Source: an optimization exercise on an open RTL-to-GDS flow (aim: small area, a short achievable clock period and few clock cycles per item). Production flows keep margins and buffers that such runs may drop.
Only simulation tests tie the RTL to the original design; equivalence was not proved.
Power is estimated from default activity; no workload was simulated.

Setup of v36:
## max_two_disjoint_rect_sum
module max_two_disjoint_rect_sum #(
    parameter int MAX_ROWS  = mtdr_pkg::DEF_MAX_ROWS,
    parameter int MAX_COLS  = mtdr_pkg::DEF_MAX_COLS,
    parameter int CELL_BITS = mtdr_pkg::DEF_CELL_BITS
) (
    input  logic                               i_clk,
    input  logic                               i_rst_n,
    input  logic                               i_in_valid,
    output logic                               o_in_ready,
    input  logic signed [CELL_BITS-1:0]        i_in_cell_value,
    input  logic                               i_in_last_cell,
    output logic                               o_out_valid,
    input  logic                               i_out_ready,
    output logic signed [mtdr_pkg::OUT_W-1:0]  o_out_best_sum,
    output logic                               o_out_no_pair,
    input  logic                               i_cfg_valid,
    output logic                               o_cfg_ready,
  ...
Size in the first run: about 17000 cells after synthesis, roughly 4000 flip-flops, roughly 170000 um2 of cells after synthesis.
make LEC_CHECK=0 ABC_AREA=1 CAP_MARGIN=20 CORE_MARGIN=2 CORE_UTILIZATION=40 SETUP_SLACK_MARGIN=5 SLEW_MARGIN=20 finish   # period 10.0 ns
run.sh (not shown) runs the stock make flow with config.mk's settings and CLKGATE_MAP_FILE= SYNTH_SCRIPT=/design/flow/synth_recipe.tcl, a recipe that flattens the netlist after the stock synthesis.
Testbench counts of v36, summed over its fixed seeds: cycles 6,145, grids 128.
## Diff of input files: v34 against v36
diff --git a/flow/design.v b/flow/design.v
--- a/flow/design.v
+++ b/flow/design.v
@@ -476,52 +476,51 @@
         p_q      <= k + 3'd1;
     end
     always_ff @(posedge i_clk) begin
         for (int a = 0; a < 8; a++) begin
             for (int c = 0; c < 8; c++) begin
                 if (p_act1 && p_vh[c]) cs[a][c] <= new_v[a];
             end
         end
     end
     logic       a2_act1, a2_act2, a2_first1, a2_last1, a2_first2, a2_rowc, a2_fstart, a2_flast;
     logic       a2_fin, a2_dir, a2_fresh, a2_fvalid;
     logic [2:0] a2_r1, a2_r2, a2_v, a2_q;
-    logic [7:0][SW-1:0] a2_nv, a2_ov;
+    logic [7:0][SW-1:0] a2_nv;
     logic [7:0][KW-1:0] rr1, rr2, rr1_n, rr2_n;
     always_ff @(posedge i_clk) begin
         if (!i_rst_n) begin
             a2_act1 <= 1'b0; a2_act2 <= 1'b0; a2_rowc <= 1'b0; a2_fstart <= 1'b0; a2_flast <= 1'b0;
         end else begin
             a2_act1 <= p_act1; a2_act2 <= p_act2; a2_rowc <= p_rowc; a2_fstart <= p_fstart; a2_flast <= p_flast;
         end
     end
     always_ff @(posedge i_clk) begin
         a2_first1 <= p_first1;
         a2_last1  <= p_last1;
         a2_first2 <= p_first2;
         a2_fin    <= p_fin;
         a2_dir    <= p_dir;
         a2_fresh  <= p_fresh;
         a2_fvalid <= p_fvalid;
         a2_r1     <= p_r1;
         a2_r2     <= p_r2;
         a2_v      <= p_v;
         a2_q      <= p_q;
         a2_nv     <= new_v;
-        a2_ov     <= p_ov;
     end
     always_comb begin
         for (int a = 0; a < 8; a++) begin
             rr1_n[a] = {{(KW-SW){a2_nv[a][SW-1]}}, a2_nv[a]} + ((a2_first1 || rr1[a][KW-1]) ? {KW{1'b0}} : rr1[a]);
-            rr2_n[a] = {{(KW-SW){a2_ov[a][SW-1]}}, a2_ov[a]} + ((a2_first2 || rr2[a][KW-1]) ? {KW{1'b0}} : rr2[a]);
+            rr2_n[a] = {{(KW-SW){p_ov[a][SW-1]}}, p_ov[a]} + ((p_first2 || rr2[a][KW-1]) ? {KW{1'b0}} : rr2[a]);
         end
     end
     always_ff @(posedge i_clk) begin
         for (int a = 0; a < 8; a++) begin
             rr1[a] <= rr1_n[a];      
             rr2[a] <= rr2_n[a];
         end
     end
     localparam int CW_ACT1 = 0, CW_ACT2 = 1, CW_FIRST1 = 2, CW_LAST1 = 3, CW_FIRST2 = 4, CW_ROWC = 5,
                    CW_FSTART = 6, CW_FLAST = 7, CW_FIN = 8, CW_DIR = 9, CW_FRESH = 10, CW_FVALID = 11,
                    CW_R1 = 12, CW_R2 = 15, CW_V = 18, CW_Q = 21, CW_N = 24;
     logic [CW_N-1:0] cw_a2, cw_b1, cw_b2, cw_c1, cw_c2, cw_d;
@@ -541,46 +540,49 @@
     assign b_first1 = cw_b1[CW_FIRST1];
     assign b_r1     = cw_b1[CW_R1 +: 3];
     assign b_r2     = cw_b1[CW_R2 +: 3];
     logic [7:1][KW-1:0] top;
     logic [7:1][KW-1:0] pb;
     always_ff @(posedge i_clk) begin
         for (int a = 1; a < 8; a++) begin
             if (b_act1 && a[2:0] <= b_r1) begin
                 if ((a[2:0] == b_r1 && b_first1) || gtk(rr1[a], top[a])) top[a] <= rr1[a];
             end
         end
     end
-    logic [3:0][KW:0] l1_1, l1_2, b2_l1, b2_l2;
+    logic [3:0][KW:0] l1_1, l1_2, b2_l1, b1_l2;
+    logic [KW:0]      b2_p2a, b2_p2b;
     always_comb begin
         for (int j = 0; j < 4; j++) begin
             l1_1[j] = vmax({b_act1 && (2*j) <= b_r1, rr1[2*j]}, {b_act1 && (2*j+1) <= b_r1, rr1[2*j+1]});
-            l1_2[j] = vmax({b_act2 && (2*j) <= b_r2, rr2[2*j]}, {b_act2 && (2*j+1) <= b_r2, rr2[2*j+1]});
+            l1_2[j] = vmax({a2_act2 && (2*j) <= a2_r2, rr2[2*j]}, {a2_act2 && (2*j+1) <= a2_r2, rr2[2*j+1]});
         end
     end
     always_ff @(posedge i_clk) begin
         b2_l1 <= l1_1;
-        b2_l2 <= l1_2;
+        b1_l2  <= l1_2;
+        b2_p2a <= vmax(b1_l2[0], b1_l2[1]);
+        b2_p2b <= vmax(b1_l2[2], b1_l2[3]);
     end
     logic [KW:0]   c1_p1a, c1_p1b, c1_p2a, c1_p2b;
     logic [KW-1:0] top_q, c1_topq, c2_topq;
     always_comb begin
         top_q = '0;
         for (int a = 1; a < 8; a++) top_q = top_q | (top[a] & {KW{cw_b2[CW_Q +: 3] == a[2:0]}});
     end
     always_ff @(posedge i_clk) begin
         c1_p1a  <= vmax(b2_l1[0], b2_l1[1]);
         c1_p1b  <= vmax(b2_l1[2], b2_l1[3]);
-        c1_p2a  <= vmax(b2_l2[0], b2_l2[1]);
-        c1_p2b  <= vmax(b2_l2[2], b2_l2[3]);
+        c1_p2a  <= b2_p2a;
+        c1_p2b  <= b2_p2b;
         c1_topq <= top_q;
         c2_topq <= c1_topq;
     end
     logic [6:0][KW-1:0] rgt;
     logic [7:1][KW-1:0] lft;
     logic [KW-1:0] f_c;
     logic [KW:0]   c2_m1, c2_m2, c2_f;
     always_comb begin
         f_c = '0;
         for (int c = 0; c < 7; c++) f_c = f_c | (rgt[c] & {KW{~cw_c1[CW_DIR] && cw_c1[CW_V +: 3] == c[2:0]}});
         for (int c = 1; c < 8; c++) f_c = f_c | (lft[c] & {KW{cw_c1[CW_DIR] && cw_c1[CW_V +: 3] == c[2:0]}});
     end
Leakage dissipation ended up 0.82 nW lower on v34 than on v36.
Looking at synthesized netlist cell count, v34 sits 124 below v36.
The maximum clock frequency on v36 is in line with that on v34.
Against v36, v34 comes in 13 higher on cell depth of the worst setup path.
In the tables for v36 and v34, clock buffer and inverter area fraction after layout reads lower with v36.
When the final numbers for v36 and v34 were put side by side, the global-route track usage on met3 turned out to be smaller in v36.
Part of the power in the clock network across v36 and v34: no real change.
Where sum of internal, switching and leakage power is concerned, v36 is better than v34.
Compare v36 and v34 | count of plain and timing-repair buffers in the layout lower: v36
Testbench counts of v34, summed over its fixed seeds: cycles 6,145, grids 128.

==> separate check: timing with driven ports <==
Ports are ideal in the flow. The routed layouts listed here were re-timed in OpenROAD. Step 1, drivers: a clkbuf_16 drives i_clk and a buf_2 each remaining input, both assumed. Step 2 adds t to the input delays and takes it off the output delays; t is the mean of the earliest and latest rising clock arrival at the registers after step 1. Input paths then give back, and output paths get back, about the clock's delay inside the block. a / b / c = no drivers / after step 1 / after step 2; a / b = the first two.
| run | t, ns | slack for setup (ns) | hold slack, ns |
|---|---|---|---|
| v36 | 1.072 | 5.970 / 5.851 / 5.761 | 0.312 / 0.312 / 0.312 |
| v34 | 1.071 | 5.980 / 5.872 / 5.253 | 0.319 / 0.319 / 0.319 |
After both steps every run listed still meets setup and hold. The setup slack of v34, which loses most, moves by -0.108 ns with the drivers and by -0.727 ns with both steps.
